From an optimization exercise on the open Yosys and OpenROAD flow, aimed at a short achievable clock period and few clock cycles; shortcuts taken in it are not production practice.
The RTL was checked by simulation tests, not by an equivalence proof against the original design.
Power figures rest on the tool's default switching activity, not on a simulated workload.

// rv_slice_top
module rv_slice_top (
    input  logic        clk,
    input  logic        rst_n,
    input  logic [11:0] paddr,
    input  logic        psel,
    input  logic        penable,
    input  logic        pwrite,
    input  logic [31:0] pwdata,
    output logic [31:0] prdata,
    output logic        pready,
    output logic        pslverr
);
Size: about 7300 cells after synthesis, about 1300 flip-flops, roughly 83 I/O pins, about 83000 um^2 of cells after synthesis.
clock: 12.0 ns
lec_check: 0
abc_clock_period_in_ps: 1500
cap_margin: 20
core_margin: 2
core_utilization: 33
cts_cluster_diameter: 100
cts_cluster_size: 16
place_density: 0.5
setup_slack_margin: 5
slew_margin: 20
standard.sh (not shown) runs the stock make flow with config.mk's settings and CLKGATE_MAP_FILE= SYNTH_SCRIPT=/design/flow/synth_recipe.tcl, a recipe that flattens the netlist after the stock synthesis.
==> flow/flow/run.sh <==
#!/bin/bash
# Standard ORFS layout (the standard.sh, standard synthesis), with the
# timing repair steps asked to reach a larger setup margin than the flow
# settings allow, so that repair keeps sizing the design for speed.
set -euo pipefail
cd "$(dirname "$0")/.."
MARGIN=$(cat flow/margin.txt)
bash standard.sh SETUP_SLACK_MARGIN="$MARGIN" finish > flow_make.log 2>&1
==> flow/flow/margin.txt <==
8.6
Testbench counts at the start, summed over its fixed seeds: cycles 48,000.
Edit:
==> flow/flow/margin.txt (replaced) <==
9.2
CORE_UTILIZATION = 36   (was 33)
PLACE_DENSITY = 0.45   (was 0.5)
Effect: First-iteration DRC count fell by 4.6%. Synthesized cell count is unchanged. Routed wire length rose by 5.3%. Hold slack loses 0.0038 ns. Sequential cell count does not change. Setup slack gains 0.034 ns.
Edit:
==> flow/flow/margin.txt (replaced) <==
8.35
Sequential power is about the same.
Non-clock buffer count fell by 406.
Routed wire length fell by 7.3%.
Total power fell by 4.1%.

---

job 3627:
Starting RTL as in the previous note.
export LEC_CHECK = 0
export ABC_CLOCK_PERIOD_IN_PS = 1500
export CAP_MARGIN = 20
export CORE_MARGIN = 2
export CORE_UTILIZATION = 36
export CTS_CLUSTER_DIAMETER = 100
export CTS_CLUSTER_SIZE = 16
export PLACE_DENSITY = 0.45
export SETUP_SLACK_MARGIN = 5
export SLEW_MARGIN = 20
create_clock -name core_clock -period 12.0 [get_ports {clk}]
==> flow/flow/margin.txt <==
10
Scripts as last shown in full above: flow/flow/run.sh
Job 3627: all stages complete, timing, DRC and antenna checks passed
Testbench counts of job 3627, summed over its fixed seeds: cycles 48,000.
Modified inputs, job 5515 compared to job 3627
==> flow/flow/margin.txt <==
8.6
- The final layouts of job 5515 and job 3627 pass the timing, DRC and antenna checks.
- Sum of internal, switching and leakage power went down by a few percent going from job 3627 to job 5515.
- Job 5515 gives less final critical-path share of the clock period than job 3627 did.
- Compared job 5515 vs job 3627, and non-clock inverter count in the final layout is down in job 5515.
- Maximum number of pins on one net before global-route repair was lower in the run labelled job 3627.
- Per the comparison of job 5515 with job 3627, fraction of area in registers saw an increase, endpoint arrival time on the critical path went down, synthesized area closely matched the old numbers, non-clock buffer count shows a reduction of 46%, core utilization of the finished layout down 5.1 points.

---

== run 1 ==
Another version of the RTL of rv_slice_top (not shown whole).
For scale: about 7100 cells after synthesis, ~1300 flip-flops, roughly 0.083 sq mm of cells after synthesis.
clock: 12.0 ns
lec_check: 0
abc_clock_period_in_ps: 1000
cap_margin: 20
core_margin: 2
core_utilization: 30
place_density: 0.4
setup_slack_margin: 5
slew_margin: 20
==> flow/flow/margin.txt <==
8.6
Scripts as last shown in full above: flow/flow/run.sh
Testbench counts of run 1, summed over its fixed seeds: cycles 48,000.
#### Input delta (run 2 over run 1)
Settings: changing ABC_CLOCK_PERIOD_IN_PS from 1000 to 1500; changing PLACE_DENSITY from 0.4 to 0.55.
==> run summary <==
The final reports for run 2 and run 1 show routed wire length lower in the former.
Run 1 → run 2: share of total power in sequential cells increased by 1.6 points relative to the old numbers, worst hold slack across all endpoints increased by 0.028 ns relative to the old numbers.
Summary — number of antenna violations at the first check in global routing, run 2 relative to run 1: higher, by 4.
Run 1 → run 2: wire length of the first global-routing pass lower, instance count after placement with tap cells included roughly the same, setup slack higher, pre-CTS setup slack higher.
Here is what was changed in the inputs of run 3 compared with run 2.
Settings: changing CORE_UTILIZATION from 30 to 36; changing PLACE_DENSITY from 0.55 to 0.45.
## What came out
- Run 3 | stages: all done | timing, DRC, antenna: all pass
- Re cell count: run 3 is about 5.5% down on run 2.
- [run 3] routed length on met2 rose 10% relative to run 2
- Between run 3 and run 2, it is run 3 whose fraction of cell area in non-clock buffers is lower, by 0.83 points.
- met3 track demand over resource in global routing sits lower in run 3 than in run 2.
- Run 3: wire length of the first global-routing pass higher than run 2
- Comparing run 2 with run 3, the worst clock skew came out essentially unchanged.
- Met2 demand-to-capacity share in global routing: run 3 vs run 2 up 12 points
- Measured against each other, run 2 and run 3 differ in final area, the higher figure coming from run 2.
#### Input delta (run 4 over run 3)
Settings: CORE_UTILIZATION: 36 -> 30; PLACE_DENSITY: 0.45 -> 0.4.
- The final layout from run 4, which completed every stage, passed the timing, DRC and antenna checks at the end of the flow.
- Run 4 — length of the first detailed-routing pass in iterations 1 higher, run 3 as reference
- The run showing the smaller net count of the finished layout is run 3.
- Row routed wire length: run 4 higher / run 3 lower
- Delta (run 4 minus run 3): number of well taps went up; clock latency on the worst-skew pair did not really move; worst setup slack went down.
- Of run 4 and run 3, the lower summed area of non-filler cells in the final layout belongs to run 3.
- Number of clock buffer instances in the layout is higher on run 4
- Compared with run 3, in run 4 number of cells after detailed placement saw an increase; area overhead of the layout relative to synthesis saw an increase.

==> port drivers added, routing unchanged <==
How much do the figures lean on ideal ports? The routed layouts below were timed once more, with nothing changed but the port constraints.
Step 1: set_driving_cell puts a clkbuf_16 on clk and a buf_2 on each other input, an assumption about the parent block.
Step 2 also shifts input and output timing later by t, the mid clock arrival at the registers, as if the neighbouring blocks saw the same clock.
Three values: no drivers, after step 1, after step 2; two values: the first two.
run | t (ns) | setup slack, ns | slew at the worst register clock pin (ns)
the first run of note 1 | 0.882 | 8.196 / 8.105 / 7.244 | 0.09 / 0.09
the second run of note 1 | 0.871 | 8.230 / 8.106 / 7.235 | 0.09 / 0.09
the third run of note 1 | 0.879 | 8.206 / 8.002 / 7.122 | 0.09 / 0.09
job 3627 | 0.897 | 8.192 / 8.100 / 7.282 | 0.09 / 0.09
job 5515 | 0.887 | 8.233 / 7.992 / 7.105 | 0.09 / 0.09
run 1 | 0.943 | 8.143 / 8.044 / 7.179 | 0.07 / 0.07
run 2 | 0.917 | 8.154 / 8.053 / 7.207 | 0.07 / 0.07
run 3 | 0.937 | 8.179 / 8.089 / 7.152 | 0.07 / 0.07
run 4 | 0.943 | 8.143 / 8.044 / 7.179 | 0.07 / 0.07
After both steps every run listed still meets setup and hold. The setup slack of job 5515, which loses most, moves by -0.241 ns with the drivers and by -1.128 ns with both steps.
